Background: an optimization exercise with open tools, aiming at small area and a short achievable clock period. Do not read the settings as production practice. Function was checked by simulation only, so behaviour that the tests miss may differ from the original. No activity file was given, so power comes from the tool's default toggle rates.

==> flow/design.v (outline; a module is shown in full before it is edited, if it fits) <==
// module rename_cell: 366 lines
// module rename_top: 236 lines
module rename_top (
    input  logic        clk,
    input  logic        rst,
    input  logic        in_valid,
    output logic        in_ready,
    input  logic [15:0] in_opcode,
    input  logic [11:0] in_dst,
    input  logic [11:0] in_src1,
    input  logic [11:0] in_src2,
    output logic [3:0]  out_valid,
    input  logic [3:0]  out_ready,
    output logic [15:0] out_opcode,
    output logic [19:0] out_dst_preg,
    output logic [19:0] out_old_preg,
    output logic [19:0] out_src1_preg,
    output logic [19:0] out_src2_preg,
    output logic [3:0]  out_src1_rdy,
    output logic [3:0]  out_src2_rdy,
    output logic [3:0]  out_writes,
    input  logic        free_valid,
    input  logic [4:0]  free_preg,
    input  logic        done_valid,
    input  logic [4:0]  done_preg
);
  // ...
==> flow/run.sh <==
#!/bin/bash
# synth_recipe.tcl (not shown) runs the flow's synth.tcl, then flattens the netlist and writes it again
# the make line also repeats each setting of config.mk as NAME=value (left out here)
make -C /OpenROAD-flow-scripts/flow DESIGN_CONFIG=/design/flow/config.mk WORK_HOME=/design/flow/orfs CLKGATE_MAP_FILE= SYNTH_SCRIPT=/design/flow/synth_recipe.tcl finish
==> flow/config.mk <==
export PLATFORM = sky130hd
export DESIGN_NAME = rename_top
export DESIGN_NICKNAME = rename_top
export VERILOG_FILES = /design/flow/design.v
export SDC_FILE = /design/flow/constraint.sdc
export NUM_CORES = 4
export LEC_CHECK = 0
export CAP_MARGIN = 20
export CORE_MARGIN = 2
export CORE_UTILIZATION = 40
export SETUP_SLACK_MARGIN = 5
export SLEW_MARGIN = 20
==> flow/constraint.sdc <==
create_clock -name core_clock -period 14.5 [get_ports {clk}]
set_input_delay 2.9000 -clock core_clock [delete_from_list [all_inputs] [get_ports {clk}]]
set_output_delay 2.9000 -clock core_clock [all_outputs]
set_load 0.01 [all_outputs]
==> results by group, run 1 <==
Synthesis
  • Mapped Nets: between 3000 and 4000
  • Seq cells post-synth: 184
  • Yosys top cell by area: dfxtp_1
  • Seq/Total Area, Yosys: a little under a fifth

Global route
  • Met2 GRT Util: 53.6%

CTS
  • Post-CTS Hold Fix Bufs: 0
  • H-tree Lvls: 4
  • Num Clock Sinks: ~180
  • CTS root buffer: clkbuf_16

Floorplan
  • Num ports: between 150 and 200
  • Die W: 245 µm
  • Well Taps: approximately 770
  • Die area: approximately 0.06 mm²

Power
  • Comb group: 0.00379 W
  • Pwr Density: about 190 mW/mm²
  • Internal power consumption: approximately 0.0022 W
  • Power share of the clock group: under 10%
  • Leading power group: combinational logic

Timing
  • Final setup skew: around 0.019 ns
  • Final Cycle Share: between 60% and 70%
  • Final period demand of the worst path: roughly 9.0 ns
  • Final setup vio count: 0
  • FMAX: 111 MHz

Run status
  • Status: timing/DRC/antenna clean

Final layout
  • Largest class: multi-input gates
  • Antenna fix cells: 2
  • Finished Cell Area: between 0.02 and 0.03 mm²
  • #MultiIn Comb: about 2500
  • Non-clk bufs: 304

Setup path
  • Crit path max-delay cell type: edfxtp_1
  • WP depth: 27
  • Crit path kind: flip-flop to flip-flop
  • Largest delay share family, worst path: simple AND/OR/NAND/NOR gates

Place
  • Pre-CTS setup slack: ~4.6 ns

Routing
  • Initial DRC count: ~4400
  • DRT met1 WL: around 43 mm

Worst hold path
  • Hold Path Sink: pk[24]$_SDFFE_PP0N_
==> module rename_top, before the edit <==
module rename_top (
    input  logic        clk,
    input  logic        rst,
    input  logic        in_valid,
    output logic        in_ready,
    input  logic [15:0] in_opcode,
    input  logic [11:0] in_dst,
    input  logic [11:0] in_src1,
    input  logic [11:0] in_src2,
    output logic [3:0]  out_valid,
    input  logic [3:0]  out_ready,
    output logic [15:0] out_opcode,
    output logic [19:0] out_dst_preg,
    output logic [19:0] out_old_preg,
    output logic [19:0] out_src1_preg,
    output logic [19:0] out_src2_preg,
    output logic [3:0]  out_src1_rdy,
    output logic [3:0]  out_src2_rdy,
    output logic [3:0]  out_writes,
    input  logic        free_valid,
    input  logic [4:0]  free_preg,
    input  logic        done_valid,
    input  logic [4:0]  done_preg
);
    logic [3:0]  pend;
    logic [15:0] l_op;
    logic [11:0] l_dst, l_s1, l_s2;
    logic [4:0]  rat [1:7];
    logic [7:1]  rr;      
    logic [31:1] fr;      
    logic [31:1] pk;      
    logic [4:0]  ar [4];  
    logic [3:0]  fnd;     
    logic [2:0] dst [4];
    logic [2:0] s1 [4];
    logic [2:0] s2 [4];
    logic [3:0] w;
    logic [4:0] alloc [4];
    logic [3:1] ct [4];   
    logic [4:1] nt;       
    logic all_ok;
    always_comb begin
        for (int k = 0; k < 4; k++) begin
            dst[k] = l_dst[k*3 +: 3];
            s1[k] = l_s1[k*3 +: 3];
            s2[k] = l_s2[k*3 +: 3];
            w[k] = (dst[k] != 3'd0);
        end
    end
    assign ct[0] = 3'b000;
    assign ct[1] = {2'b00, w[0]};
    assign ct[2] = {1'b0, w[0] & w[1], w[0] | w[1]};
    assign ct[3] = {w[0] & w[1] & w[2], (w[0] & w[1]) | (w[0] & w[2]) | (w[1] & w[2]), w[0] | w[1] | w[2]};
    assign nt = {ct[3][3] & w[3], ct[3][3] | (ct[3][2] & w[3]), ct[3][2] | (ct[3][1] & w[3]), ct[3][1] | w[3]};
    assign alloc[0] = ar[0];
    assign alloc[1] = w[0] ? ar[1] : ar[0];
    assign alloc[2] = ct[2][2] ? ar[2] : ct[2][1] ? ar[1] : ar[0];
    assign alloc[3] = ct[3][3] ? ar[3] : ct[3][2] ? ar[2] : ct[3][1] ? ar[1] : ar[0];
    assign all_ok = (!nt[1] || fnd[0]) && (!nt[2] || fnd[1]) && (!nt[3] || fnd[2]) && (!nt[4] || fnd[3]);
    logic [39:0] ratv;
    always_comb begin
        ratv[4:0] = 5'd0;
        for (int r = 1; r < 8; r++) ratv[r*5 +: 5] = rat[r];
    end
    logic [4:0] s1p [4], s2p [4], oldp [4];
    logic [3:0] s1r, s2r;
    logic hit1, hit2;
    logic [4:0] p1v, p2v;
    always_comb begin
        for (int k = 0; k < 4; k++) begin
            hit1 = 1'b0; hit2 = 1'b0;
            p1v = ratv[s1[k]*5 +: 5];
            p2v = ratv[s2[k]*5 +: 5];
            s1p[k] = p1v;
            s2p[k] = p2v;
            oldp[k] = ratv[dst[k]*5 +: 5];
            for (int j = 0; j < k; j++) begin
                if (w[j] && dst[j] == s1[k]) begin s1p[k] = alloc[j]; hit1 = 1'b1; end
                if (w[j] && dst[j] == s2[k]) begin s2p[k] = alloc[j]; hit2 = 1'b1; end
                if (w[j] && dst[j] == dst[k]) oldp[k] = alloc[j];
            end
            s1r[k] = (s1[k] == 3'd0) || (!hit1 && rr[s1[k]]
                     && !(ct[k][1] && p1v == ar[0]) && !(ct[k][2] && p1v == ar[1])
                     && !(ct[k][3] && p1v == ar[2]));
            s2r[k] = (s2[k] == 3'd0) || (!hit2 && rr[s2[k]]
                     && !(ct[k][1] && p2v == ar[0]) && !(ct[k][2] && p2v == ar[1])
                     && !(ct[k][3] && p2v == ar[2]));
        end
    end
    always_comb begin
        for (int k = 0; k < 4; k++) begin
            out_opcode[k*4 +: 4] = l_op[k*4 +: 4];
            out_writes[k] = w[k];
            out_dst_preg[k*5 +: 5] = w[k] ? alloc[k] : 5'd0;
            out_old_preg[k*5 +: 5] = oldp[k];
            out_src1_preg[k*5 +: 5] = s1p[k];
            out_src2_preg[k*5 +: 5] = s2p[k];
        end
    end
    assign out_src1_rdy = s1r;
    assign out_src2_rdy = s2r;
    logic [3:0] pn;
    logic live, done, accept, merge_ok;
    assign out_valid = all_ok ? pend : 4'd0;
    assign pn = pend & ~(out_valid & out_ready);
    assign live = (pend != 4'd0);
    assign in_ready = (pn == 4'd0);
    assign done = live && in_ready;
    assign accept = in_valid && in_ready;
    assign merge_ok = !live || (pend == 4'hf && !all_ok);
    logic [4:0]  last;
    logic [31:1] f_end;
    logic [4:0]  rat_end [1:7];
    logic [7:1]  rr_end;
    always_comb begin
        last = nt[4] ? ar[3] : nt[3] ? ar[2] : nt[2] ? ar[1] : ar[0];
        for (int i = 1; i < 32; i++) begin
            f_end[i] = fr[i] && (!nt[1] || i[4:0] > last);
        end
        for (int r = 1; r < 8; r++) begin
            rat_end[r] = rat[r];
            rr_end[r] = rr[r] && !(nt[1] && rat[r] == ar[0]) && !(nt[2] && rat[r] == ar[1])
                        && !(nt[3] && rat[r] == ar[2]) && !(nt[4] && rat[r] == ar[3]);
            for (int k = 0; k < 4; k++) begin
                if (w[k] && dst[k] == r[2:0]) begin
                    rat_end[r] = alloc[k];
                    rr_end[r] = 1'b0;
                end
            end
        end
    end
    logic [4:0] rat_nx [1:7];
    logic [7:1] rr_nx;
    always_comb begin
        for (int r = 1; r < 8; r++) begin
            rat_nx[r] = done ? rat_end[r] : rat[r];
            rr_nx[r] = (done ? rr_end[r] : rr[r]) || (done_valid && done_preg == rat_nx[r]);
        end
    end
    logic [31:1] fm;
    logic fv;
    assign fv = free_valid && (free_preg != 5'd0);
    always_comb begin
        fm = '0;
        for (int i = 1; i < 32; i++) begin
            if (fv && free_preg == i[4:0]) fm[i] = 1'b1;
        end
    end
    logic [31:1] base;
    logic [4:0]  ca [4];
    logic [3:0]  cf;
    assign base = f_end | pk;
    rename_cell search_i (
        .fv    ({base, 1'b0}),
        .a0    (ca[0]),
        .a1    (ca[1]),
        .a2    (ca[2]),
        .a3    (ca[3]),
        .found (cf)
    );
    logic [4:0] ba [4];
    logic [3:0] bf;
    logic [4:0] na [4];
    logic [3:0] nf;
    logic [3:0] lt;    
    logic ins;
    always_comb begin
        for (int j = 0; j < 4; j++) begin
            ba[j] = done ? ca[j] : ar[j];
        end
        bf = done ? cf : fnd;
        ins = fv && (done || merge_ok);
        for (int j = 0; j < 4; j++) begin
            lt[j] = bf[j] && (ba[j] < free_preg);
        end
        if (ins && !((bf[0] && ba[0] == free_preg) || (bf[1] && ba[1] == free_preg)
                     || (bf[2] && ba[2] == free_preg) || (bf[3] && ba[3] == free_preg))) begin
            nf = {bf[2:0], 1'b1};
            na[0] = lt[0] ? ba[0] : free_preg;
            for (int j = 1; j < 4; j++) begin
                na[j] = lt[j] ? ba[j] : lt[j-1] ? free_preg : ba[j-1];
            end
        end else begin
            nf = bf;
            for (int j = 0; j < 4; j++) na[j] = ba[j];
        end
    end
    always_ff @(posedge clk) begin
        if (rst) begin
            pend <= 4'd0;
        end else if (accept) begin
            pend <= 4'hf;
        end else begin
            pend <= pn;
        end
    end
    always_ff @(posedge clk) begin
        if (accept) begin
            l_op <= in_opcode;
            l_dst <= in_dst;
            l_s1 <= in_src1;
            l_s2 <= in_src2;
        end
    end
    always_ff @(posedge clk) begin
        if (rst) begin
            rr <= '1;
            for (int r = 1; r < 8; r++) rat[r] <= r[4:0];
        end else begin
            rr <= rr_nx;
            for (int r = 1; r < 8; r++) rat[r] <= rat_nx[r];
        end
    end
    always_ff @(posedge clk) begin
        if (rst) begin
            fr <= {{24{1'b1}}, 7'd0};
            pk <= '0;
            ar[0] <= 5'd8;
            ar[1] <= 5'd9;
            ar[2] <= 5'd10;
            ar[3] <= 5'd11;
            fnd <= 4'hf;
        end else begin
            for (int j = 0; j < 4; j++) ar[j] <= na[j];
            fnd <= nf;
            if (done) begin
                fr <= base | fm;
                pk <= '0;
            end else if (merge_ok) begin
                fr <= fr | fm;
            end else begin
                pk <= pk | fm;
            end
        end
    end
endmodule
==> run 2: changes to the inputs <==
--- a/flow/design.v
+++ b/flow/design.v
@@ -373,4 +373,33 @@
     assign found = {t5_0_c4, t5_0_c3, t5_0_c2, t5_0_c1};
 endmodule
+module rename_state (
+    input  logic [19:0] list_in,
+    input  logic [3:0]  found_in,
+    input  logic        en,
+    input  logic [4:0]  preg,
+    output logic [19:0] list_out,
+    output logic [3:0]  found_out
+);
+    logic [4:0] b [4];
+    logic [3:0] lt;    
+    logic [3:0] eq;    
+    always_comb begin
+        for (int j = 0; j < 4; j++) begin
+            b[j] = list_in[j*5 +: 5];
+            lt[j] = found_in[j] && (b[j] < preg);
+            eq[j] = found_in[j] && (b[j] == preg);
+        end
+        if (en && eq == 4'd0) begin
+            found_out = {found_in[2:0], 1'b1};
+            list_out[4:0] = lt[0] ? b[0] : preg;
+            for (int j = 1; j < 4; j++) begin
+                list_out[j*5 +: 5] = lt[j] ? b[j] : lt[j-1] ? preg : b[j-1];
+            end
+        end else begin
+            found_out = found_in;
+            list_out = list_in;
+        end
+    end
+endmodule
 module rename_top (
     input  logic        clk,
@@ -400,4 +429,6 @@
     logic [15:0] l_op;
     logic [11:0] l_dst, l_s1, l_s2;
+    logic [3:0]  lw;      
+    logic [4:1]  lnt;     
     logic [4:0]  rat [1:7];
     logic [7:1]  rr;      
@@ -419,12 +450,23 @@
             s1[k] = l_s1[k*3 +: 3];
             s2[k] = l_s2[k*3 +: 3];
-            w[k] = (dst[k] != 3'd0);
         end
     end
+    assign w = lw;
+    assign nt = lnt;
     assign ct[0] = 3'b000;
     assign ct[1] = {2'b00, w[0]};
     assign ct[2] = {1'b0, w[0] & w[1], w[0] | w[1]};
     assign ct[3] = {w[0] & w[1] & w[2], (w[0] & w[1]) | (w[0] & w[2]) | (w[1] & w[2]), w[0] | w[1] | w[2]};
-    assign nt = {ct[3][3] & w[3], ct[3][3] | (ct[3][2] & w[3]), ct[3][2] | (ct[3][1] & w[3]), ct[3][1] | w[3]};
+    logic [3:0] in_w;
+    logic [4:1] in_nt;
+    always_comb begin
+        for (int k = 0; k < 4; k++) in_w[k] = (in_dst[k*3 +: 3] != 3'd0);
+        in_nt[1] = |in_w;
+        in_nt[2] = (in_w[0] & in_w[1]) | (in_w[0] & in_w[2]) | (in_w[0] & in_w[3])
+                 | (in_w[1] & in_w[2]) | (in_w[1] & in_w[3]) | (in_w[2] & in_w[3]);
+        in_nt[3] = (in_w[0] & in_w[1] & in_w[2]) | (in_w[0] & in_w[1] & in_w[3])
+                 | (in_w[0] & in_w[2] & in_w[3]) | (in_w[1] & in_w[2] & in_w[3]);
+        in_nt[4] = &in_w;
+    end
     assign alloc[0] = ar[0];
     assign alloc[1] = w[0] ? ar[1] : ar[0];
@@ -533,30 +575,29 @@
         .found (cf)
     );
-    logic [4:0] ba [4];
-    logic [3:0] bf;
-    logic [4:0] na [4];
-    logic [3:0] nf;
-    logic [3:0] lt;    
-    logic ins;
+    logic [19:0] la_done, la_keep;
+    logic [3:0]  lf_done, lf_keep;
+    logic [4:0]  na [4];
+    logic [3:0]  nf;
+    rename_state ins_done_i (
+        .list_in   ({ca[3], ca[2], ca[1], ca[0]}),
+        .found_in  (cf),
+        .en        (fv),
+        .preg      (free_preg),
+        .list_out  (la_done),
+        .found_out (lf_done)
+    );
+    rename_state ins_keep_i (
+        .list_in   ({ar[3], ar[2], ar[1], ar[0]}),
+        .found_in  (fnd),
+        .en        (fv && merge_ok),
+        .preg      (free_preg),
+        .list_out  (la_keep),
+        .found_out (lf_keep)
+    );
     always_comb begin
         for (int j = 0; j < 4; j++) begin
-            ba[j] = done ? ca[j] : ar[j];
-        end
-        bf = done ? cf : fnd;
-        ins = fv && (done || merge_ok);
-        for (int j = 0; j < 4; j++) begin
-            lt[j] = bf[j] && (ba[j] < free_preg);
-        end
-        if (ins && !((bf[0] && ba[0] == free_preg) || (bf[1] && ba[1] == free_preg)
-                     || (bf[2] && ba[2] == free_preg) || (bf[3] && ba[3] == free_preg))) begin
-            nf = {bf[2:0], 1'b1};
-            na[0] = lt[0] ? ba[0] : free_preg;
-            for (int j = 1; j < 4; j++) begin
-                na[j] = lt[j] ? ba[j] : lt[j-1] ? free_preg : ba[j-1];
-            end
-        end else begin
-            nf = bf;
-            for (int j = 0; j < 4; j++) na[j] = ba[j];
+            na[j] = done ? la_done[j*5 +: 5] : la_keep[j*5 +: 5];
         end
+        nf = done ? lf_done : lf_keep;
     end
     always_ff @(posedge clk) begin
@@ -575,4 +616,6 @@
             l_s1 <= in_src1;
             l_s2 <= in_src2;
+            lw <= in_w;
+            lnt <= in_nt;
         end
     end
==> flow/flow/run.sh (new file) <==
#!/bin/bash
set -euo pipefail
cd "$(dirname "$0")/.."
bash standard.sh SETUP_SLACK_MARGIN=7.5 finish > layout.log 2>&1
==> flow/standard.sh (new file) <==
#!/bin/bash
# synth_recipe.tcl (not shown) runs the flow's synth.tcl, then flattens the netlist and writes it again
# the make line also repeats each setting of config.mk as NAME=value (left out here)
make -C /OpenROAD-flow-scripts/flow DESIGN_CONFIG=/design/flow/config.mk WORK_HOME=/design/flow/orfs CLKGATE_MAP_FILE= SYNTH_SCRIPT=/design/flow/synth_recipe.tcl "${@:-finish}"
--- a/flow/config.mk
+++ b/flow/config.mk
@@ -9,4 +9,3 @@
 export CORE_MARGIN = 2
 export CORE_UTILIZATION = 40
-export SETUP_SLACK_MARGIN = 5
 export SLEW_MARGIN = 20
removed: flow/run.sh
==> results by group, run 2 <==
Global route
  • First-pass GRT wire length: 161 mm
  • Largest net degree at the start of global routing: around 70
  • Vias in the first global route: approximately 24000
  • GRT Overall Usage: between 30% and 40%
  • Gr ovfl total: 0
  • Initial antenna violation count: 6

Setup path
  • Crit path from: l_s2[10]$_DFFE_PP_
  • Arrival time worst endpoint: 4.07 ns
  • Worst-case reg-to-reg path depth: 19
  • FF-to-FF setup slack: approximately 7.8 ns
  • Critical Path Source Type: flip-flop
  • Reg2reg end: ar[0][2]$_SDFFE_PP0P_
  • Crit path kind: flip-flop to output pin
  • Origin of the critical flop-to-flop path: lnt[1]$_DFFE_PP_
  • Worst EP required: 11.60 ns
  • Crit path capture type: output pin
  • Max FO, Critical Path: 11

Synthesis
  • Seq cells post-synth: 192 (+4.3%)
  • Syn avg cell area: approximately 7.5 µm²
  • Yosys warnings: 30
  • Post-Synth Adder-Cell Area: under 10%
  • Mapped Nets: 3306 (+1.1%)
  • Most numerous cell in the Yosys netlist: nor2_1
  • Synth Area in Compound Gates: between 20% and 30%
  • Post-synth EDFFs: 60
  • Post-synth ARST share: 0%
  • Post-synthesis simple-gate area fraction: about a fifth
  • Ys flop type: dfxtp_1
  • Yosys top cell by area: dfxtp_1
  • Largest cells by area after synthesis: dfxtp_1, edfxtp_1, a21oi_1
  • Post-synthesis mux area share: between 10 and 15%
  • Synth top area share: around 11%
  • Seq/Total Area, Yosys: 18.6% (+0.49 points)
  • Post-Syn Area: around 0.024 mm²
  • Synth Instances: around 3200
  • Xor/xnor share of the synthesized area: 11.0%
  • Largest family of logic cells by synthesized area: compound AO/OA/AOI/OAI gates
  • Synth cell types: 100
  • Top post-synthesis cells by count: nor2_1, a21oi_1, nand2_1

Worst hold path
  • Type of the tightest min-delay check: flip-flop to flip-flop
  • Min-Delay Path Depth: 2
  • Hold Path Sink: pk[27]$_SDFFE_PP0N_
  • Hold path start: pk[27]$_SDFFE_PP0N_

Run status
  • Status: timing/DRC/antenna clean

Timing
  • Max Slew Vio Count: 0
  • Final Cycle Share: 48.1% (-14 points)
  • Hold Violations, Final: 0
  • Slew headroom: between 20% and 30%
  • Slew @ Worst Pin: between 1 and 1.5 ns
  • Hold WS: ~0.47 ns
  • Final setup skew: 0.0200 ns (+0.00103 ns)
  • Final period demand of the worst path: 6.97 ns (-2.04 ns)
  • Unrepaired setup endpoints after global routing: false
  • FMAX: 144 MHz (+29%)
  • Total negative slack: 0 ns
  • Setup ws final: 7.53 ns
  • Final setup vio count: 0 (unchanged)

Floorplan
  • Die W: 248 µm (+1.4%)
  • Num ports: 184 (unchanged)
  • Core Area: ~0.06 mm²
  • Starting density of the core: 40.4%
  • Chip Height: ~250 µm
  • Die area: 0.0616 mm² (+2.9%)
  • Std-Cell Rows: slightly below 90

Place
  • DPL Wire Length: 75.6 mm
  • Routability congestion estimate from global placement: 1.07
  • IO Port Bufs: 183
  • Pre-CTS setup slack: 6.10 ns (+1.47 ns)

Final layout
  • Most frequent cells in the layout: nor2_1, a21oi_1, nand2_1
  • Share of cells above drive strength 1: a little over an eighth
  • Nets@finish: between 3000 and 4000
  • Antenna fix cells: 0 (-2)
  • Layout area overhead: 16.4%
  • Most common cell after layout, fill and taps aside: nor2_1
  • Largest register by flop count: rat
  • Regs by FF count: rat (35), fr (31), pk (31)
  • Max FFs per register: 35

Routing
  • Initial DRC count: 4434 (+0.25%)
  • Routed Antenna Nets: 0
  • Vias per inst: 6.80
  • WL/cell: about 28 µm
  • DRC: 0
  • WL final: about 110 mm
  • DR pass1 iterations: 6
  • Total via count in the routed design: approximately 27000

CTS
  • Max clock buf depth: 2
  • Post-CTS Hold Fix Bufs: 0 (unchanged)
  • Clock latency reported for the late side of the worst-skew pair: roughly 0.52 ns
  • H-tree Lvls: 4 (unchanged)
  • CTS tree: yes
  • CTS root buffer: clkbuf_16
  • CTS Buf Count: 17
  • Num Clock Sinks: 192 (+4.3%)
  • Clock-pin slew on the worst setup and hold paths: 0.08 ns

Power
  • Worst VDD drop: about 0.00013 V
  • Pwr Density: 228 mW/mm² (+18%)
  • Lkg Pwr: 10.3 nW

Job
  • # Max-Cap Violations: 0
## run 2: changes by cell type after synthesis, moves of 27 or more
cell      delta
a21oi_1     +48
a221oi_1    -27
nand3_1     -27
o22ai_1     +41
nor3_1      -32
nand2_1     -47
o21ai_0     -38
## run 2: area by class of cell
cell class | instances | area (µm²)
clock buffers | 19 | 475
clock inverters | 13 | 174
fillers | 5839 | 31300
inverters | 118 | 443
multi-input cells | 2545 | 18100
flip-flops and latches | 192 | 4450
well taps | 773 | 967
repair buffers | 349 | 3110
## run 2: cell families (layout without fill, tap and decap cells)
| kind of cell | after synthesis | count (layout) |
|---|---|---|
| AND/OR/NAND/NOR | 978 | 978 |
| XOR/XNOR | 299 | 299 |
| multiplexers | 212 | 212 |
| buffers and inverters | 421 | 499 |
| adder cells (fa/ha/maj) | 84 | 84 |
| flip-flops | 192 | 192 |
| AO/OA/AOI/OAI | 972 | 972 |
## run 2: critical path, cell delays in order (launching register included)
cell,delay [ns]
edfxtp_1,0.69
buf_4,0.30
inv_1,0.08
ha_1,0.32
inv_1,0.10
nor2_1,0.04
o21ai_0,0.14
o311ai_0,0.15
a211o_1,0.36
o41ai_1,0.70
clkdlybuf4s50_1,0.69
## run 2: stage by stage
step	cell area, µm²	total power (W)	instances	utilization, %
final	27700	0.00633	4009	47.0
after global routing	27700	0.00664	4009	47.0
after global placement	26400	0.00540	3930	44.7
after CTS	27300	0.00606	3979	46.2
after floorplan	23800	0.00386	3158	-
after detailed placement	26400	0.00545	3930	44.7
## run 2: worst max path at each step
stage / to / slack (ns) / cells after the start
2_1_floorplan: in_ready / 8.14 / 4
3_3_place_gp: ar[3][2]$_SDFFE_PP0P_ / 6.42 / 24
3_5_place_dp: ar[3][2]$_SDFFE_PP0P_ / 6.10 / 24
4_1_cts: out_src1_rdy[3] / 7.51 / 10
5_1_grt: ar[3][3]$_SDFFE_PP1P_ / 7.47 / 32
6_report: out_src2_rdy[3] / 7.53 / 10
## run 2: report_power, final
| part | total (W) | switching [W] | internal, W |
|---|---|---|---|
| Sequential | 0.000903 | 0.000206 | 0.000697 |
| Combinational | 0.00489 | 0.00301 | 0.00188 |
| Clock | 0.000535 | 0.000278 | 0.000257 |
| Total | 0.00633 | 0.00350 | 0.00284 |
## run 2: routing by layer
metal	wire [µm]	track usage (%)	up-vias
met2	46100	49.7	2040
met5	73	0	-
met3	15400	10.2	394
li1	-	-	11800
met4	5000	14.8	10
met1	45300	48.9	13000
## run 2: repair_timing
action,CTS,global route
resized for setup,30,48
setup buffers,17,29
endpoints found under the hold margin,0,0
endpoints found under the setup margin,26,26
cloned,0,0
pin swaps,6,9
==> run 3: changes to the inputs <==
==> flow/flow/run.sh (replaced) <==
#!/bin/bash
set -euo pipefail
cd "$(dirname "$0")/.."
bash standard.sh SETUP_SLACK_MARGIN=8 "BUFFER_PORTS_ARGS=-buffer_cell sky130_fd_sc_hd__buf_1" finish > layout.log 2>&1
--- a/flow/config.mk
+++ b/flow/config.mk
@@ -6,4 +6,5 @@
 export NUM_CORES = 4
 export LEC_CHECK = 0
+export ABC_AREA = 1
 export CAP_MARGIN = 20
 export CORE_MARGIN = 2
==> results by group, run 3 <==
Routing
  • WL/cell: 26.2 µm (-6.3%)
  • DRC: 0 (unchanged)
  • Total via count in the routed design: 29900 (+9.9%)
  • Initial DRC count: 4791 (+8.1%)
  • Routed Antenna Nets: 0 (unchanged)
  • Vias per inst: 6.37 (-6.3%)
  • DR pass1 iterations: 10 (+4)
  • WL final: 123 mm (+9.8%)

Power
  • Pwr Density: 249 mW/mm² (+9.2%)
  • Lkg Pwr: 10.5 nW (+1.8%)
  • Total power: 0.00632 W (-0.24%)
  • Worst VDD drop: 0.000135 V (about the same)

Timing
  • Slew @ Worst Pin: 1.31 ns (+0.184 ns)
  • Final setup vio count: 0 (unchanged)
  • Final setup skew: 0.0157 ns (-0.00430 ns)
  • Unrepaired setup endpoints after global routing: true
  • Slew headroom: 11.7% (-13 points)
  • Final period demand of the worst path: 6.56 ns (-0.407 ns)
  • Hold Violations, Final: 0 (unchanged)
  • Max Slew Vio Count: 0 (unchanged)
  • FMAX: 152 MHz (+6.2%)
  • Final Cycle Share: 45.2% (-2.8 points)
  • Hold WS: 0.453 ns (-0.0210 ns)
  • Total negative slack: 0 ns (unchanged)

Final layout
  • Regs by FF count: rat (35), fr (31), pk (31)
  • Share of cells above drive strength 1: 8.14% (-5.5 points)
  • Most common cell after layout, fill and taps aside: nand2_1
  • Layout area overhead: 10.5%
  • Max FFs per register: 35 (unchanged)
  • Non-Filler Instances: 4700 (+17%)
  • Largest register by flop count: rat
  • Nets@finish: 4077 (+21%)
  • Fillers: 6202 (+6.2%)
  • Most frequent cells in the layout: nand2_1, o21ai_0, inv_1

Floorplan
  • Starting density of the core: 40.6% (+0.20 points)
  • Core Area: 0.0565 mm² (-4.3%)
  • Std-Cell Rows: 87 (-2.2%)
  • Num ports: 184 (unchanged)
  • Chip Height: 243 µm (-1.9%)
  • Die area: 0.0593 mm² (-3.7%)
  • Die W: 243 µm (-1.9%)

Run status
  • Status: timing/DRC/antenna clean

Setup path
  • CP peak stage delay: 0.61 ns (-0.09 ns)
  • Origin of the critical flop-to-flop path: ar[2][3]$_SDFFE_PP1P_
  • Largest delay share family, worst path: compound AO/OA/AOI/OAI gates
  • Crit path max-delay cell type: clkinvlp_4
  • Worst EP required: 11.60 ns (about the same)
  • Critical Path Source Type: flip-flop
  • Crit path kind: flip-flop to output pin
  • Crit-path most repeated cell: nand3_1
  • Arrival time worst endpoint: 3.66 ns (-0.41 ns)
  • Sum of buffers and inverters on the critical path: 3 (-1)
  • Max FO, Critical Path: 13 (+2)
  • Worst-path cell chain: buf_4 -> clkinvlp_4 -> o22ai_1 -> o21ai_2 -> xor2_1 -> a211oi_1 -> nand3_1 -> nand3_1 -> o21ai_0 -> buf_1
  • Crit path capture type: output pin
  • Crit path from: rat[1][0]$_SDFF_PP1_

Global route
  • Vias in the first global route: 26300 (+7.3%)
  • Gr ovfl total: 0 (unchanged)
  • First-pass GRT wire length: 176 mm (+9.1%)
  • Initial antenna violation count: 5 (-1)
  • Largest net degree at the start of global routing: 64 (-5.9%)
  • GRT Overall Usage: 39.6% (+4.6 points)

CTS
  • Clock-pin slew on the worst setup and hold paths: 0.09 ns (about the same)
  • Num Clock Sinks: 192 (unchanged)
  • CTS Buf Count: 17 (unchanged)
  • Max clock buf depth: 2 (unchanged)
  • H-tree Lvls: 4 (unchanged)
  • Clock latency reported for the late side of the worst-skew pair: 0.52 ns (about the same)
  • CTS root buffer: clkbuf_16
  • CTS tree: yes

Synthesis
  • Yosys warnings: 30 (unchanged)
  • Mapped Nets: 3987 (+21%)
  • Seq cells post-synth: 192 (unchanged)
  • Synth Instances: 3839 (+22%)
  • Seq/Total Area, Yosys: 19.4% (+0.74 points)
  • Post-synth EDFFs: 60 (unchanged)
  • Most numerous cell in the Yosys netlist: nand2_1
  • Largest cells by area after synthesis: nand2_1, dfxtp_1, o21ai_0
  • Synth top area share: 13.0% (+2.0 points)
  • Post-Syn Area: 0.0229 mm² (-3.8%)
  • Syn avg cell area: 5.97 µm² (-21%)
  • Top post-synthesis cells by count: nand2_1, o21ai_0, inv_1
  • Post-synth ARST share: 0% (unchanged)
  • Ys flop type: dfxtp_1
  • Synth cell types: 64 (-36%)
  • Yosys top cell by area: nand2_1

Place
  • DPL Wire Length: 85.5 mm (+13%)
  • Placed Cells: 4618 (+18%)
  • Routability congestion estimate from global placement: 1.09 (+1.6%)
  • IO Port Bufs: 183 (unchanged)

Worst hold path
  • Type of the tightest min-delay check: flip-flop to flip-flop
  • Hold path start: pk[20]$_SDFFE_PP0N_

Job
  • # Max-Cap Violations: 0 (unchanged)
-- run 3: cells by family (layout without fill, tap and decap cells) --
family	count (synthesis)	count (layout)	share of synthesized area, %
AO/OA/AOI/OAI	1345	1345	34.9
XOR/XNOR	74	74	2.83
adder cells (fa/ha/maj)	77	77	4.20
buffers and inverters	676	779	11.4
flip-flops	192	192	19.4
other	0	2	0
AND/OR/NAND/NOR	1475	1475	27.3
-- run 3: stage by stage --
stage          instance area, µm²  utilization (%)  worst slack [ns]
2_1_floorplan               22900                -              8.15
3_3_place_gp                24200             42.8              7.94
3_5_place_dp                24200             42.8              7.94
4_1_cts                     24900             44.0              7.79
5_1_grt                     25300             44.8              7.92
6_report                    25300             44.9              7.94
-- run 3: layer usage --
metal / track usage [%] / wire length [µm]
met1: 50.6 / 47100
met2: 55.5 / 48600
met3: 15.6 / 18200
met4: 24.0 / 9070
met5: 0 / 57
-- run 3: final timing paths --
kind,endpoint,slack (ns),cells past startpoint
worst max-delay path,out_src2_rdy[3],7.94,10
worst min-delay path,pk[20]$_SDFFE_PP0N_,0.45,2
worst max register to register,ar[1][0]$_SDFFE_PP1P_,8.49,36
worst min register to register,pk[20]$_SDFFE_PP0N_,0.45,2
-- run 3: worst register-to-register path: cells and delay by family (launching register included) --
family | cells | cell delay, ns
DFF | 1 | 0.30
buffers and inverters | 8 | 1.35
and+or+nand+nor | 22 | 2.82
adders and majority gates | 2 | 0.65
AOI/OAI and AO/OA | 4 | 0.79
-- run 3: where the power goes --
group	total [W]	internal (W)	switching, W	leakage, nW
Combinational	0.00483	0.00136	0.00347	8.54
Sequential	0.000950	0.000705	0.000245	1.64
Clock	0.000534	0.000240	0.000294	0.306
Total	0.00632	0.00231	0.00401	10.5
-- run 3: timing repair --
action / CTS / global route
gates resized for setup: 11 / 30
buffers inserted: 3 / 44
cloned: 0 / 1
hold buffers: 0 / 0
hold endpoints to repair: 0 / 0
pin swaps: 0 / 4
setup endpoints to repair: 7 / 32
-- run 3: cell type report --
type | count | area, µm² | share of cell area [%]
Clock buffer | 17 | 425 | 1.68
Sequential cell | 192 | 4440 | 17.5
Antenna cell | 2 | 5.00 | 0.0198
Tap cell | 756 | 946 | 3.73
Multi-Input combinational cell | 2971 | 16000 | 63.0
Timing Repair inverter | 1 | 5.00 | 0.0198
Inverter | 443 | 1730 | 6.82
Timing Repair Buffer | 303 | 1620 | 6.37
Clock inverter | 15 | 206 | 0.815
==> run 4: changes to the inputs <==
--- a/flow/design.v
+++ b/flow/design.v
@@ -479,15 +479,26 @@
         for (int r = 1; r < 8; r++) ratv[r*5 +: 5] = rat[r];
     end
+    logic [3:0] eqm [1:7];
+    logic [7:0] rrk [4];
+    always_comb begin
+        for (int r = 1; r < 8; r++) begin
+            for (int j = 0; j < 4; j++) eqm[r][j] = (rat[r] == ar[j]);
+        end
+        for (int k = 0; k < 4; k++) begin
+            rrk[k][0] = 1'b1;
+            for (int r = 1; r < 8; r++) begin
+                rrk[k][r] = rr[r] && !(ct[k][1] && eqm[r][0]) && !(ct[k][2] && eqm[r][1])
+                            && !(ct[k][3] && eqm[r][2]);
+            end
+        end
+    end
     logic [4:0] s1p [4], s2p [4], oldp [4];
     logic [3:0] s1r, s2r;
     logic hit1, hit2;
-    logic [4:0] p1v, p2v;
     always_comb begin
         for (int k = 0; k < 4; k++) begin
             hit1 = 1'b0; hit2 = 1'b0;
-            p1v = ratv[s1[k]*5 +: 5];
-            p2v = ratv[s2[k]*5 +: 5];
-            s1p[k] = p1v;
-            s2p[k] = p2v;
+            s1p[k] = ratv[s1[k]*5 +: 5];
+            s2p[k] = ratv[s2[k]*5 +: 5];
             oldp[k] = ratv[dst[k]*5 +: 5];
             for (int j = 0; j < k; j++) begin
@@ -496,10 +507,6 @@
                 if (w[j] && dst[j] == dst[k]) oldp[k] = alloc[j];
             end
-            s1r[k] = (s1[k] == 3'd0) || (!hit1 && rr[s1[k]]
-                     && !(ct[k][1] && p1v == ar[0]) && !(ct[k][2] && p1v == ar[1])
-                     && !(ct[k][3] && p1v == ar[2]));
-            s2r[k] = (s2[k] == 3'd0) || (!hit2 && rr[s2[k]]
-                     && !(ct[k][1] && p2v == ar[0]) && !(ct[k][2] && p2v == ar[1])
-                     && !(ct[k][3] && p2v == ar[2]));
+            s1r[k] = !hit1 && rrk[k][s1[k]];
+            s2r[k] = !hit2 && rrk[k][s2[k]];
         end
     end
@@ -536,6 +543,6 @@
         for (int r = 1; r < 8; r++) begin
             rat_end[r] = rat[r];
-            rr_end[r] = rr[r] && !(nt[1] && rat[r] == ar[0]) && !(nt[2] && rat[r] == ar[1])
-                        && !(nt[3] && rat[r] == ar[2]) && !(nt[4] && rat[r] == ar[3]);
+            rr_end[r] = rr[r] && !(nt[1] && eqm[r][0]) && !(nt[2] && eqm[r][1])
+                        && !(nt[3] && eqm[r][2]) && !(nt[4] && eqm[r][3]);
             for (int k = 0; k < 4; k++) begin
                 if (w[k] && dst[k] == r[2:0]) begin
@@ -630,7 +637,13 @@
     end
     always_ff @(posedge clk) begin
+        if (done || merge_ok) begin
+            pk <= '0;
+        end else begin
+            pk <= pk | fm;
+        end
+    end
+    always_ff @(posedge clk) begin
         if (rst) begin
             fr <= {{24{1'b1}}, 7'd0};
-            pk <= '0;
             ar[0] <= 5'd8;
             ar[1] <= 5'd9;
@@ -643,9 +656,6 @@
             if (done) begin
                 fr <= base | fm;
-                pk <= '0;
             end else if (merge_ok) begin
                 fr <= fr | fm;
-            end else begin
-                pk <= pk | fm;
             end
         end
==> flow/flow/run.sh (replaced) <==
#!/bin/bash
set -euo pipefail
cd "$(dirname "$0")/.."
bash standard.sh "SYNTH_SCRIPT=$PWD/flow/synth.tcl" SETUP_SLACK_MARGIN=8.3 \
  "BUFFER_PORTS_ARGS=-buffer_cell sky130_fd_sc_hd__buf_2" finish > layout.log 2>&1
==> flow/flow/synth.tcl (new file) <==
# The standard synthesis script (synth_recipe.tcl), except that ABC maps the logic with
# Yosys's own ABC script instead of ORFS's area script, and without a delay target: for
# this design it gives the same registers and less logic area. Timing is left to the
# layout's repair.
proc synth {args} { yosys synth -nofsm -noshare {*}$args }
proc abc {args} {
  set i [lsearch -exact $args -script]
  if {$i >= 0} { set args [lreplace $args $i [expr {$i + 1}]] }
  set i [lsearch -exact $args -D]
  if {$i >= 0} { set args [lreplace $args $i [expr {$i + 1}]] }
  yosys abc {*}$args
}
source $::env(SCRIPTS_DIR)/synth.tcl
# left out here: clear keep_hierarchy, flatten, clean up, hide names made inside functions, write 1_2_yosys.v
--- a/flow/config.mk
+++ b/flow/config.mk
@@ -9,4 +9,4 @@
 export CAP_MARGIN = 20
 export CORE_MARGIN = 2
-export CORE_UTILIZATION = 40
+export CORE_UTILIZATION = 45
 export SLEW_MARGIN = 20
==> results by group, run 4 <==
Synthesis
  • Yosys warnings: 34 (+13%)
  • Ys flop type: dfxtp_1
  • Seq cells post-synth: 192 (unchanged)
  • Most numerous cell in the Yosys netlist: a21oi_1
  • Largest cells by area after synthesis: dfxtp_1, a21oi_1, edfxtp_1
  • Post-synth ARST share: 0% (unchanged)
  • Synth top area share: 12.5% (-0.59 points)
  • Synth Instances: 3039 (-21%)
  • Top post-synthesis cells by count: a21oi_1, o21ai_0, nand2_1
  • Synth cell types: 88 (+38%)
  • Post-Syn Area: 0.0212 mm² (-7.5%)
  • Mapped Nets: 3171 (-20%)
  • Syn avg cell area: 6.98 µm² (+17%)
  • Post-synth EDFFs: 60 (unchanged)
  • Seq/Total Area, Yosys: 20.9% (+1.6 points)
  • Yosys top cell by area: dfxtp_1

Worst hold path
  • Hold path start: pk[29]$_SDFF_PP0_
  • Type of the tightest min-delay check: flip-flop to flip-flop
  • Hold Path Sink: pk[29]$_SDFF_PP0_
  • Min-Delay Path Depth: 1 (-1)

Global route
  • Gr ovfl total: 0 (unchanged)
  • Vias in the first global route: 25200 (-4.2%)
  • Initial antenna violation count: 1 (-4)
  • Largest net degree at the start of global routing: 63 (-1.6%)
  • GRT Overall Usage: 44.2% (+4.7 points)
  • First-pass GRT wire length: 164 mm (-6.5%)

Timing
  • Unrepaired setup endpoints after global routing: true
  • Final period demand of the worst path: 6.34 ns (-0.220 ns)
  • Final setup vio count: 0 (unchanged)
  • Final setup skew: 0.0313 ns (+0.0156 ns)
  • Slew headroom: 24.9% (+13 points)
  • Final Cycle Share: 43.7% (-1.5 points)
  • Max Slew Vio Count: 0 (unchanged)
  • Slew @ Worst Pin: 1.12 ns (-0.189 ns)
  • Hold Violations, Final: 0 (unchanged)
  • FMAX: 158 MHz (+3.5%)
  • Total negative slack: 0 ns (unchanged)

Floorplan
  • Starting density of the core: 45.6% (+5.0 points)
  • Num ports: 184 (unchanged)
  • Std-Cell Rows: 79 (-9.2%)
  • Chip Height: 221 µm (-9.2%)
  • Core Area: 0.0466 mm² (-18%)
  • Die W: 221 µm (-9.2%)
  • Die area: 0.0489 mm² (-17%)

Setup path
  • Critical Path Source Type: input port
  • FF-to-FF setup slack: 8.39 ns (-0.10 ns)
  • Arrival time worst endpoint: 3.44 ns (-0.22 ns)
  • Reg2reg end: ar[1][4]$_SDFFE_PP0P_
  • Max FO, Critical Path: 2 (-11)
  • Worst EP required: 11.60 ns (about the same)
  • Crit path capture type: output pin
  • Worst-case reg-to-reg path depth: 23 (-36%)
  • Crit path kind: input port to output pin
  • Origin of the critical flop-to-flop path: lnt[3]$_DFFE_PP_

Power
  • Pwr Density: 283 mW/mm² (+13%)
  • Lkg Pwr: 10.1 nW (-3.3%)
  • Total power: 0.00736 W (+17%)
  • Worst VDD drop: 0.000282 V (+110%)

Place
  • IO Port Bufs: 183 (unchanged)
  • Area after DPL: 0.0226 mm² (-6.6%)
  • Routability congestion estimate from global placement: 1.06 (-3.0%)
  • DPL Wire Length: 76.4 mm (-11%)

CTS
  • Num Clock Sinks: 192 (unchanged)
  • Post-CTS Hold Fix Bufs: 0 (unchanged)
  • H-tree Lvls: 4 (unchanged)
  • CTS tree: yes
  • CTS root buffer: clkbuf_16
  • CTS Buf Count: 17 (unchanged)
  • Clock-pin slew on the worst setup and hold paths: 0.08 ns (about the same)
  • Max clock buf depth: 2 (unchanged)
  • Clock latency reported for the late side of the worst-skew pair: 0.52 ns (about the same)

Final layout
  • Most common cell after layout, fill and taps aside: a21oi_1
  • Largest register by flop count: rat
  • Share of cells above drive strength 1: 23.4% (+15 points)
  • Finished Cell Area: 0.0260 mm² (+2.8%)
  • Nets@finish: 3361 (-18%)
  • Most frequent cells in the layout: a21oi_1, o21ai_0, nand2_1
  • Layout area overhead: 22.8%
  • Regs by FF count: rat (35), fr (31), pk (31)
  • Max FFs per register: 35 (unchanged)

Run status
  • Status: timing/DRC/antenna clean

Routing
  • DR pass1 iterations: 12 (+2)
  • WL final: 115 mm (-6.5%)
  • Initial DRC count: 4138 (-14%)
  • Vias per inst: 7.13 (+12%)
  • Routed Antenna Nets: 0 (unchanged)
  • Total via count in the routed design: 27400 (-8.4%)
  • WL/cell: 29.9 µm (+14%)
  • DRC: 0 (unchanged)

Job
  • # Max-Cap Violations: 0 (unchanged)
-- run 4: stage by stage --
stage	cells	hold WS, ns	setup slack (ns)	utilization (%)
2_1_floorplan	3039	0.432	8.28	-
3_3_place_gp	3636	0.442	7.10	48.5
3_5_place_dp	3636	0.445	6.94	48.5
4_1_cts	3780	0.464	8.15	53.2
5_1_grt	3849	0.471	8.14	55.9
6_report	3850	0.465	8.16	55.9
-- run 4: where the power goes --
part / switching [W] / internal (W) / total [W]
clock network: 0.000274 / 0.000236 / 0.000510
registers: 0.000281 / 0.000719 / 0.00100
logic: 0.00367 / 0.00218 / 0.00585
total: 0.00423 / 0.00314 / 0.00736
-- run 4: cell families after synthesis --
group,share of synthesized area (%)
fa+ha+maj,3.69
compound gates,40.6
buf+inv,7.16
mux,4.42
simple gates,18.4
flops,20.9
xor+xnor,4.79
-- run 4: worst max path at each step --
stage | startpoint | to | slack [ns] | depth (start not counted)
floorplan | out_ready[0] | in_ready | 8.28 | 4
global placement | ar[1][2]$_SDFFE_PP0P_ | ar[2][2]$_SDFFE_PP0P_ | 7.10 | 24
detailed placement | ar[1][2]$_SDFFE_PP0P_ | ar[2][2]$_SDFFE_PP0P_ | 6.94 | 24
CTS | out_ready[2] | in_ready | 8.15 | 5
global route | out_ready[2] | in_ready | 8.14 | 5
finish | out_ready[2] | in_ready | 8.16 | 5
-- run 4: final cells by class --
cell class | instances | area, µm²
Antenna cell | 1 | 2.50
Clock buffer | 18 | 429
Clock inverter | 14 | 178
Fill cell | 4507 | 20500
Inverter | 116 | 519
Multi-Input combinational cell | 2448 | 16400
Sequential cell | 192 | 4500
Tap cell | 607 | 759
Timing Repair Buffer | 454 | 3230
-- run 4: repair_timing --
action	CTS	global route
resized for setup	170	164
gates cloned	6	3
buffers inserted	106	66
pin swaps	40	65
endpoints found under the setup margin	53	49
endpoints found under the hold margin	0	0
-- run 4: metal layers --
layer | part of all wire (%) | vias to the layer above | global-route usage (%)
met5 | 0.011 | - | 0.293
met4 | 9.4 | 2 | 33.4
met3 | 13 | 668 | 13.7
met2 | 42 | 2074 | 66.6
met1 | 36 | 12800 | 52.7
li1 | - | 11900 | -
-- run 4: worst max-delay path, stage by stage --
cell,delay [ns]
buf_6,0.07
nand2_2,0.04
nand2_2,0.09
and4_4,0.23
buf_6,0.10
==> run 5: changes to the inputs <==
--- a/flow/design.v
+++ b/flow/design.v
@@ -381,4 +381,10 @@
     output logic [3:0]  found_out
 );
+    function automatic logic less5(input logic [4:0] x, input logic [4:0] y);
+        logic r;
+        r = 1'b0;
+        for (int i = 0; i < 5; i++) r = (~x[i] & y[i]) | (~(x[i] ^ y[i]) & r);
+        less5 = r;
+    endfunction
     logic [4:0] b [4];
     logic [3:0] lt;    
@@ -387,5 +393,5 @@
         for (int j = 0; j < 4; j++) begin
             b[j] = list_in[j*5 +: 5];
-            lt[j] = found_in[j] && (b[j] < preg);
+            lt[j] = found_in[j] && less5(b[j], preg);
             eq[j] = found_in[j] && (b[j] == preg);
         end
@@ -532,4 +538,10 @@
     assign accept = in_valid && in_ready;
     assign merge_ok = !live || (pend == 4'hf && !all_ok);
+    function automatic logic above(input logic [4:0] x, input int c);
+        logic r;
+        r = 1'b0;
+        for (int i = 0; i < 5; i++) r = c[i] ? (~x[i] | r) : (~x[i] & r);
+        above = r;
+    endfunction
     logic [4:0]  last;
     logic [31:1] f_end;
@@ -539,5 +551,5 @@
         last = nt[4] ? ar[3] : nt[3] ? ar[2] : nt[2] ? ar[1] : ar[0];
         for (int i = 1; i < 32; i++) begin
-            f_end[i] = fr[i] && (!nt[1] || i[4:0] > last);
+            f_end[i] = fr[i] && (!nt[1] || above(last, i));
         end
         for (int r = 1; r < 8; r++) begin
==> flow/flow/run.sh (replaced) <==
#!/bin/bash
set -euo pipefail
cd "$(dirname "$0")/.."
bash standard.sh "SYNTH_SCRIPT=$PWD/flow/synth.tcl" SETUP_SLACK_MARGIN=7.8 \
  "BUFFER_PORTS_ARGS=-buffer_cell sky130_fd_sc_hd__buf_1" finish > layout.log 2>&1
==> flow/flow/synth.tcl (replaced) <==
# The standard synthesis script (synth_recipe.tcl) with two changes to how the logic
# between the registers is mapped: no full/half-adder extraction before ABC, and ABC maps
# with Yosys's own script instead of ORFS's area script (its -script and -D are dropped).
# The registers are the standard synthesis's; timing is left to the layout's repair.
proc synth {args} { yosys synth -nofsm -noshare {*}$args }
proc abc {args} {
  set i [lsearch -exact $args -script]
  if {$i >= 0} { set args [lreplace $args $i [expr {$i + 1}]] }
  set i [lsearch -exact $args -D]
  if {$i >= 0} { set args [lreplace $args $i [expr {$i + 1}]] }
  yosys abc {*}$args
}
if {[info exists ::env(ADDER_MAP_FILE)]} { unset ::env(ADDER_MAP_FILE) }
source $::env(SCRIPTS_DIR)/synth.tcl
# left out here: clear keep_hierarchy, flatten, clean up, hide names made inside functions, write 1_2_yosys.v
--- a/flow/config.mk
+++ b/flow/config.mk
@@ -8,4 +8,5 @@
 export ABC_AREA = 1
 export CAP_MARGIN = 20
+export CELL_PAD_IN_SITES_DETAIL_PLACEMENT = 1
 export CORE_MARGIN = 2
 export CORE_UTILIZATION = 45
==> results by group, run 5 <==
Run status
  • Status: timing/DRC/antenna clean

Setup path
  • Crit path from: ar[0][4]$_SDFFE_PP0P_
  • Crit path capture: out_src1_rdy[3]
  • Crit path max-delay cell type: or4b_2
  • Origin of the critical flop-to-flop path: ar[0][4]$_SDFFE_PP0P_
  • Crit path kind: flip-flop to output pin
  • Critical Path Source Type: flip-flop
  • Sum of buffers and inverters on the critical path: 4 (+2)
  • Largest delay share family, worst path: compound AO/OA/AOI/OAI gates
  • Reg2reg end: ar[1][3]$_SDFFE_PP1P_
  • Worst EP required: 11.60 ns (about the same)
  • Crit path capture type: output pin
  • Worst-case reg-to-reg path depth: 20 (-13%)
  • FF-to-FF setup slack: 7.89 ns (-0.50 ns)
  • WP depth: 10 (+5)
  • CP peak stage delay: 0.71 ns (+0.48 ns)
  • Arrival time worst endpoint: 3.98 ns (+0.54 ns)
  • Max FO, Critical Path: 23 (+21)
  • Worst-path cell chain: buf_4 -> inv_1 -> buf_4 -> a221oi_1 -> or4b_2 -> o2111ai_1 -> a21oi_1 -> a21oi_1 -> nor3_1 -> buf_1

Synthesis
  • Mapped Nets: 3134 (-1.2%)
  • Most numerous cell in the Yosys netlist: a21oi_1
  • Synth top area share: 12.6% (+0.12 points)
  • Ys flop type: dfxtp_1
  • Syn avg cell area: 6.86 µm² (-1.7%)
  • Yosys warnings: 34 (unchanged)
  • Synth cell types: 99 (+13%)
  • Largest cells by area after synthesis: dfxtp_1, a21oi_1, edfxtp_1
  • Seq cells post-synth: 192 (unchanged)
  • Seq/Total Area, Yosys: 21.1% (+0.20 points)
  • Post-synth EDFFs: 60 (unchanged)
  • Yosys top cell by area: dfxtp_1
  • Synth Instances: 3063 (+0.79%)
  • Top post-synthesis cells by count: a21oi_1, o21ai_0, nand2_1
  • Post-synth ARST share: 0% (unchanged)
  • Post-Syn Area: 0.0210 mm² (-0.93%)

Power
  • Worst VDD drop: 0.000235 V (-17%)
  • Pwr Density: 304 mW/mm² (+7.6%)
  • Lkg Pwr: 8.17 nW (-19%)

Final layout
  • Layout area overhead: 10.8%
  • Largest register by flop count: rat
  • Max FFs per register: 35 (unchanged)
  • Finished Cell Area: 0.0233 mm² (-11%)
  • Most frequent cells in the layout: a21oi_1, o21ai_0, nand2_1
  • Most common cell after layout, fill and taps aside: a21oi_1
  • Nets@finish: 3168 (-5.7%)
  • Final core occ: 50.2% (-5.7 points)
  • Share of cells above drive strength 1: 10.4% (-13 points)
  • Regs by FF count: rat (35), fr (31), pk (31)

Timing
  • FMAX: 145 MHz (-7.9%)
  • Final setup skew: 0.0168 ns (-0.0145 ns)
  • Final setup vio count: 0 (unchanged)
  • Hold Violations, Final: 0 (unchanged)
  • Slew @ Worst Pin: 1.18 ns (+0.0548 ns)
  • Setup ws final: 7.62 ns (-0.541 ns)
  • Unrepaired setup endpoints after global routing: true
  • Max Slew Vio Count: 0 (unchanged)
  • Total negative slack: 0 ns (unchanged)
  • Slew headroom: 20.7% (-4.2 points)
  • Final period demand of the worst path: 6.88 ns (+0.541 ns)
  • Final Cycle Share: 47.5% (+3.7 points)

CTS
  • CTS root buffer: clkbuf_16
  • CTS tree: yes
  • Max clock buf depth: 2 (unchanged)
  • Clock latency reported for the late side of the worst-skew pair: 0.51 ns (about the same)
  • CTS Buf Count: 17 (unchanged)
  • Post-CTS Hold Fix Bufs: 0 (unchanged)
  • Clock-pin slew on the worst setup and hold paths: 0.09 ns (about the same)
  • H-tree Lvls: 4 (unchanged)
  • Num Clock Sinks: 192 (unchanged)

Routing
  • Routed Antenna Nets: 0 (unchanged)
  • WL final: 126 mm (+9.6%)
  • WL/cell: 33.8 µm (+13%)
  • Initial DRC count: 5042 (+22%)
  • Total via count in the routed design: 28500 (+4.0%)
  • DRC: 0 (unchanged)
  • Vias per inst: 7.66 (+7.5%)
  • DR pass1 iterations: 12 (unchanged)

Global route
  • Initial antenna violation count: 7 (+6)
  • Gr ovfl total: 0 (unchanged)
  • Largest net degree at the start of global routing: 84 (+33%)
  • GRT Overall Usage: 49.9% (+5.7 points)
  • First-pass GRT wire length: 178 mm (+8.1%)
  • Vias in the first global route: 26700 (+5.9%)

Job
  • # Max-Cap Violations: 0 (unchanged)

Worst hold path
  • Type of the tightest min-delay check: flip-flop to flip-flop

Place
  • Area after DPL: 0.0221 mm² (-2.3%)
  • IO Port Bufs: 183 (unchanged)
  • Pre-CTS setup slack: 7.28 ns (+0.332 ns)
  • Routability congestion estimate from global placement: 1.10 (+4.1%)
  • DPL Wire Length: 85.2 mm (+12%)

Floorplan
  • Num ports: 184 (unchanged)
  • Std-Cell Rows: 79 (unchanged)
  • Starting density of the core: 45.3% (-0.23 points)
  • Core Area: 0.0464 mm² (-0.42%)
  • Die area: 0.0485 mm² (-0.92%)
  • Chip Height: 220 µm (-0.46%)
  • Die W: 220 µm (-0.46%)
==> run 5: changes by cell type in the layout (fill, tap and decap cells not counted), sizes merged, moves of 13 or more <==
| cell | before | now |
|---|---|---|
| nor2 | 218 | 272 |
| inv | 102 | 75 |
| buf | 449 | 319 |
| nor3 | 68 | 83 |
| o21a | 35 | 13 |
| and3 | 31 | 18 |
| a211oi | 67 | 53 |
| o21ai | 332 | 349 |
| ha | 61 | 0 |
==> run 5: layer usage <==
layer	part of all wire, %	up-vias	global-route usage (%)
li1	-	11600	-
met1	39	13800	65.4
met2	39	2423	66.8
met3	16	664	24.1
met4	5.4	16	25.6
met5	0.18	-	1.52
==> run 5: logic make-up (layout without fill, tap and decap cells) <==
family / count (synthesis) / after routing / share of synthesized area (%)
DFF: 192 / 192 / 21.1
AOI/OAI and AO/OA: 1374 / 1374 / 41.7
and+or+nand+nor: 913 / 913 / 20.4
adders and majority gates: 7 / 7 / 0.351
muxes: 64 / 64 / 4.04
other: 0 / 9 / 0
xor gates and xnor gates: 127 / 127 / 5.29
buffers and inverters: 386 / 433 / 7.14
==> run 5: how the worst min path moves through the flow <==
stage	slack, ns	startpoint	cells after the start	endpoint
after floorplan	0.43	pk[7]$_SDFF_PP0_	2	pk[7]$_SDFF_PP0_
after global placement	0.45	fr[7]$_SDFFE_PP0P_	2	fr[7]$_SDFFE_PP0P_
after detailed placement	0.46	fr[7]$_SDFFE_PP0P_	2	fr[7]$_SDFFE_PP0P_
after CTS	0.47	fr[7]$_SDFFE_PP0P_	2	fr[7]$_SDFFE_PP0P_
after global routing	0.49	fr[7]$_SDFFE_PP0P_	2	fr[7]$_SDFFE_PP0P_
final	0.47	fr[7]$_SDFFE_PP0P_	2	fr[7]$_SDFFE_PP0P_
==> run 5: what timing repair did <==
item | in CTS | in global routing
resized for setup | 16 | 51
pin swaps | 2 | 7
endpoints found under the setup margin | 28 | 31
cloned | 0 | 0
buffers inserted | 9 | 27
hold endpoints to repair | 0 | 0
==> run 5: area by class of cell <==
| class | instances | area, µm² |
|---|---|---|
| antenna | 9 | 22.5 |
| clock buffer | 17 | 425 |
| clock inverter | 15 | 168 |
| fill | 6009 | 23100 |
| inverter | 81 | 334 |
| multi-input combinational | 2485 | 15400 |
| sequential | 192 | 4450 |
| tap | 607 | 759 |
| timing repair buffer | 320 | 1730 |
==> run 5: per-stage QoR <==
step / instances / hold slack [ns] / power (W)
final: 3726 / 0.466 / 0.00709
after global routing: 3718 / 0.494 / 0.00728
after CTS: 3689 / 0.467 / 0.00654
after detailed placement: 3648 / 0.455 / 0.00597
after global placement: 3648 / 0.449 / 0.00583
after floorplan: 3063 / 0.431 / 0.00415
==> run 5: power by group <==
part	total, W	internal [W]	switching (W)
sequential	0.000978	0.000723	0.000256
combinational	0.00560	0.00169	0.00391
clock	0.000508	0.000231	0.000277
total	0.00709	0.00264	0.00444
==> run 5: worst register-to-register path: cells and delay by family, from the launching register on <==
kind | cells | cell delay (ns)
buffers and inverters | 2 | 0.69
flip-flops | 1 | 0.33
AND/OR/NAND/NOR | 6 | 1.71
AO/OA/AOI/OAI | 10 | 3.23
multiplexers | 2 | 0.55
==> run 6: changes to the inputs <==
--- a/flow/design.v
+++ b/flow/design.v
@@ -480,8 +480,20 @@
     assign alloc[3] = ct[3][3] ? ar[3] : ct[3][2] ? ar[2] : ct[3][1] ? ar[1] : ar[0];
     assign all_ok = (!nt[1] || fnd[0]) && (!nt[2] || fnd[1]) && (!nt[3] || fnd[2]) && (!nt[4] || fnd[3]);
-    logic [39:0] ratv;
+    logic [39:0] vw [5];
+    logic [7:0]  rn [5];
     always_comb begin
-        ratv[4:0] = 5'd0;
-        for (int r = 1; r < 8; r++) ratv[r*5 +: 5] = rat[r];
+        vw[0][4:0] = 5'd0;
+        for (int r = 1; r < 8; r++) vw[0][r*5 +: 5] = rat[r];
+        rn[0] = 8'd0;
+        for (int k = 0; k < 4; k++) begin
+            vw[k+1] = vw[k];
+            rn[k+1] = rn[k];
+            for (int r = 1; r < 8; r++) begin
+                if (w[k] && dst[k] == r[2:0]) begin
+                    vw[k+1][r*5 +: 5] = alloc[k];
+                    rn[k+1][r] = 1'b1;
+                end
+            end
+        end
     end
     logic [3:0] eqm [1:7];
@@ -494,6 +506,6 @@
             rrk[k][0] = 1'b1;
             for (int r = 1; r < 8; r++) begin
-                rrk[k][r] = rr[r] && !(ct[k][1] && eqm[r][0]) && !(ct[k][2] && eqm[r][1])
-                            && !(ct[k][3] && eqm[r][2]);
+                rrk[k][r] = rr[r] && !rn[k][r] && !(ct[k][1] && eqm[r][0])
+                            && !(ct[k][2] && eqm[r][1]) && !(ct[k][3] && eqm[r][2]);
             end
         end
@@ -501,18 +513,11 @@
     logic [4:0] s1p [4], s2p [4], oldp [4];
     logic [3:0] s1r, s2r;
-    logic hit1, hit2;
     always_comb begin
         for (int k = 0; k < 4; k++) begin
-            hit1 = 1'b0; hit2 = 1'b0;
-            s1p[k] = ratv[s1[k]*5 +: 5];
-            s2p[k] = ratv[s2[k]*5 +: 5];
-            oldp[k] = ratv[dst[k]*5 +: 5];
-            for (int j = 0; j < k; j++) begin
-                if (w[j] && dst[j] == s1[k]) begin s1p[k] = alloc[j]; hit1 = 1'b1; end
-                if (w[j] && dst[j] == s2[k]) begin s2p[k] = alloc[j]; hit2 = 1'b1; end
-                if (w[j] && dst[j] == dst[k]) oldp[k] = alloc[j];
-            end
-            s1r[k] = !hit1 && rrk[k][s1[k]];
-            s2r[k] = !hit2 && rrk[k][s2[k]];
+            s1p[k] = vw[k][s1[k]*5 +: 5];
+            s2p[k] = vw[k][s2[k]*5 +: 5];
+            oldp[k] = vw[k][dst[k]*5 +: 5];
+            s1r[k] = rrk[k][s1[k]];
+            s2r[k] = rrk[k][s2[k]];
         end
     end
@@ -554,13 +559,7 @@
         end
         for (int r = 1; r < 8; r++) begin
-            rat_end[r] = rat[r];
-            rr_end[r] = rr[r] && !(nt[1] && eqm[r][0]) && !(nt[2] && eqm[r][1])
+            rat_end[r] = vw[4][r*5 +: 5];
+            rr_end[r] = rr[r] && !rn[4][r] && !(nt[1] && eqm[r][0]) && !(nt[2] && eqm[r][1])
                         && !(nt[3] && eqm[r][2]) && !(nt[4] && eqm[r][3]);
-            for (int k = 0; k < 4; k++) begin
-                if (w[k] && dst[k] == r[2:0]) begin
-                    rat_end[r] = alloc[k];
-                    rr_end[r] = 1'b0;
-                end
-            end
         end
     end
==> flow/flow/run.sh (replaced) <==
#!/bin/bash
set -euo pipefail
cd "$(dirname "$0")/.."
bash standard.sh "SYNTH_SCRIPT=$PWD/flow/synth.tcl" SETUP_SLACK_MARGIN=8 \
  "BUFFER_PORTS_ARGS=-buffer_cell sky130_fd_sc_hd__buf_1" finish > layout.log 2>&1
--- a/flow/config.mk
+++ b/flow/config.mk
@@ -8,6 +8,5 @@
 export ABC_AREA = 1
 export CAP_MARGIN = 20
-export CELL_PAD_IN_SITES_DETAIL_PLACEMENT = 1
 export CORE_MARGIN = 2
-export CORE_UTILIZATION = 45
+export CORE_UTILIZATION = 50
 export SLEW_MARGIN = 20
==> results by group, run 6 <==
Floorplan
  • Core Area: 0.0387 mm² (-16%)
  • Chip Height: 202 µm (-8.2%)
  • Std-Cell Rows: 72 (-8.9%)

Synthesis
  • Largest cells by area after synthesis: dfxtp_1, a21oi_1, edfxtp_1
  • Mapped Nets: 2909 (-7.2%)
  • Post-synthesis simple-gate area fraction: 23.2% (+2.9 points)
  • Synth Area in Compound Gates: 40.6% (-1.0 points)
  • Post-synth ARST share: 0% (unchanged)
  • Most numerous cell in the Yosys netlist: a21oi_1
  • Yosys top cell by area: dfxtp_1
  • Synth top area share: 13.5% (+0.89 points)
  • Post-Synth Adder-Cell Area: 0.210% (-0.14 points)
  • Ys flop type: dfxtp_1
  • Yosys warnings: 38 (+12%)
  • Syn avg cell area: 6.92 µm² (+0.78%)
  • Xor/xnor share of the synthesized area: 3.21% (-2.1 points)
  • Seq/Total Area, Yosys: 22.6% (+1.5 points)
  • Top post-synthesis cells by count: a21oi_1, nand2_1, nor2_1
  • Seq cells post-synth: 192 (unchanged)
  • Post-synthesis mux area share: 3.84% (-0.20 points)
  • Post-synth EDFFs: 60 (unchanged)

Final layout
  • Area of the multi-input gates: 0.0146 mm² (-4.9%)
  • Largest register by flop count: rat
  • Nets@finish: 2977 (-6.0%)
  • FF/Latch Area: 0.00447 mm² (+0.48%)
  • Most common cell after layout, fill and taps aside: a21oi_1
  • Antenna fix cells: 0 (-9)
  • Max FFs per register: 35 (unchanged)
  • Regs by FF count: rat (35), fr (31), pk (31)
  • Finished Cell Area: 0.0222 mm² (-4.9%)

Place
  • Routability congestion estimate from global placement: 1.06 (-3.9%)
  • DPL Wire Length: 70.0 mm (-18%)
  • Area after DPL: 0.0204 mm² (-7.7%)
  • IO Port Bufs: 183 (unchanged)

Setup path
  • Crit path capture type: output pin
  • Crit path kind: flip-flop to output pin
  • Reg2reg end: ar[3][2]$_SDFFE_PP0P_
  • Worst EP required: 11.60 ns (about the same)
  • FF-to-FF setup slack: 8.01 ns (+0.12 ns)

Run status
  • Status: timing/DRC/antenna clean

CTS
  • H-tree Lvls: 4 (unchanged)
  • Clock latency reported for the late side of the worst-skew pair: 0.52 ns (about the same)
  • CTS tree: yes
  • Num Clock Sinks: 192 (unchanged)
  • CTS Buf Count: 17 (unchanged)
  • Max clock buf depth: 2 (unchanged)

Timing
  • Final setup vio count: 0 (unchanged)
  • Slew headroom: 22.0% (+1.3 points)
  • Final Cycle Share: 45.4% (-2.0 points)
  • Hold WS: 0.478 ns (+0.0116 ns)
  • Total negative slack: 0 ns (unchanged)
  • Slew @ Worst Pin: 1.17 ns (-0.00927 ns)
  • FMAX: 152 MHz (+4.5%)
  • Unrepaired setup endpoints after global routing: true
  • Final setup skew: 0.0333 ns (+0.0165 ns)
  • Final period demand of the worst path: 6.59 ns (-0.296 ns)

Routing
  • DRC: 0 (unchanged)
  • Routed Antenna Nets: 0 (unchanged)
  • Total via count in the routed design: 25600 (-10%)
  • WL/cell: 28.4 µm (-16%)
  • WL final: 97.7 mm (-22%)
  • DR pass1 iterations: 13 (+1)

Global route
  • Gr ovfl total: 0 (unchanged)
  • Vias in the first global route: 22700 (-15%)
  • Largest net degree at the start of global routing: 102 (+21%)
  • Initial antenna violation count: 2 (-5)
  • GRT Overall Usage: 45.8% (-4.1 points)

Worst hold path
  • Hold path start: pk[31]$_SDFF_PP0_
  • Min-Delay Path Depth: 1 (-1)
  • Type of the tightest min-delay check: flip-flop to flip-flop

Power
  • Pwr Density: 275 mW/mm² (-9.7%)
==> run 6: cell types whose count changed after synthesis, sizes merged, moves of 14 or more <==
| cell | delta |
|---|---|
| a21oi | -95 |
| clkbuf | -76 |
| o21ai | -76 |
| xor2 | -40 |
| nand2 | +26 |
| o21a | +25 |
| a31oi | +22 |
| o22ai | +22 |
| a22o | -21 |
| nor3 | +20 |
| xnor2 | -15 |
| a222oi | -14 |
==> run 6: cell type report <==
| cell class | count | share of cell area [%] |
|---|---|---|
| clock buffer | 18 | 1.98 |
| inverter | 77 | 1.36 |
| sequential | 192 | 20.2 |
| tap | 518 | 2.93 |
| multi-input combinational | 2337 | 66.1 |
| clock inverter | 14 | 0.915 |
| timing repair buffer | 281 | 6.53 |
==> run 6: through the flow <==
step           total power, W  utilization (%)  std cells  setup slack (ns)
2_1_floorplan         0.00369                -       2838              8.21
3_3_place_gp          0.00492             52.6       3348              7.36
3_5_place_dp          0.00497             52.6       3348              7.12
4_1_cts               0.00564             55.5       3400              7.92
5_1_grt               0.00633             57.2       3437              7.93
6_report              0.00609             57.2       3437              7.91
==> run 6: how the worst max path moves through the flow <==
stage | start | cells past startpoint | slack [ns] | end
after floorplan | out_ready[2] | 4 | 8.21 | in_ready
after global placement | ar[0][1]$_SDFFE_PP0P_ | 17 | 7.36 | ar[3][2]$_SDFFE_PP0P_
after detailed placement | ar[0][1]$_SDFFE_PP0P_ | 17 | 7.12 | ar[3][2]$_SDFFE_PP0P_
after CTS | lnt[4]$_DFFE_PP_ | 17 | 7.92 | ar[3][2]$_SDFFE_PP0P_
after global routing | lw[0]$_DFFE_PP_ | 14 | 7.93 | out_src1_preg[16]
final | rat[1][4]$_SDFF_PP0_ | 10 | 7.91 | out_src2_rdy[3]
==> run 6: where the power goes <==
| group | leakage, nW | internal (W) | switching [W] |
|---|---|---|---|
| clock network | 0.314 | 0.000272 | 0.000268 |
| registers | 1.64 | 0.000709 | 0.000457 |
| logic | 5.74 | 0.00149 | 0.00289 |
| total | 7.69 | 0.00247 | 0.00362 |
==> run 6: kinds of logic after synthesis <==
family,count (synthesis)
AO/OA/AOI/OAI,1234
XOR/XNOR,72
adder cells (fa/ha/maj),4
buffers and inverters,309
flip-flops,192
multiplexers,56
AND/OR/NAND/NOR,971
==> run 6: routing by layer <==
metal  vias to the layer above  GRT usage, %  part of all wire, %
li1                      11000             -                    -
met1                     12000          64.5                   40
met2                      2198          62.6                   39
met3                       428          16.6                   17
met4                         2          18.4                  4.6
met5                         -             0                0.011
==> run 6: timing repair <==
item	4_1_cts	5_1_grt
endpoints found under the setup margin	59	48
hold buffers	0	0
buffers inserted	20	37
gates resized for setup	107	109
pin swaps	5	11
==> run 6: critical path, stage by stage, from the launching register on <==
cell and delay (ns):
dfxtp_1 0.78, inv_1 0.34, a222oi_1 0.28, o221ai_1 0.18
nor3_2 0.61, nand2_1 0.11, nand4_1 0.12, a21oi_1 0.10
o21ai_0 0.32, o22ai_1 0.17, buf_1 0.16
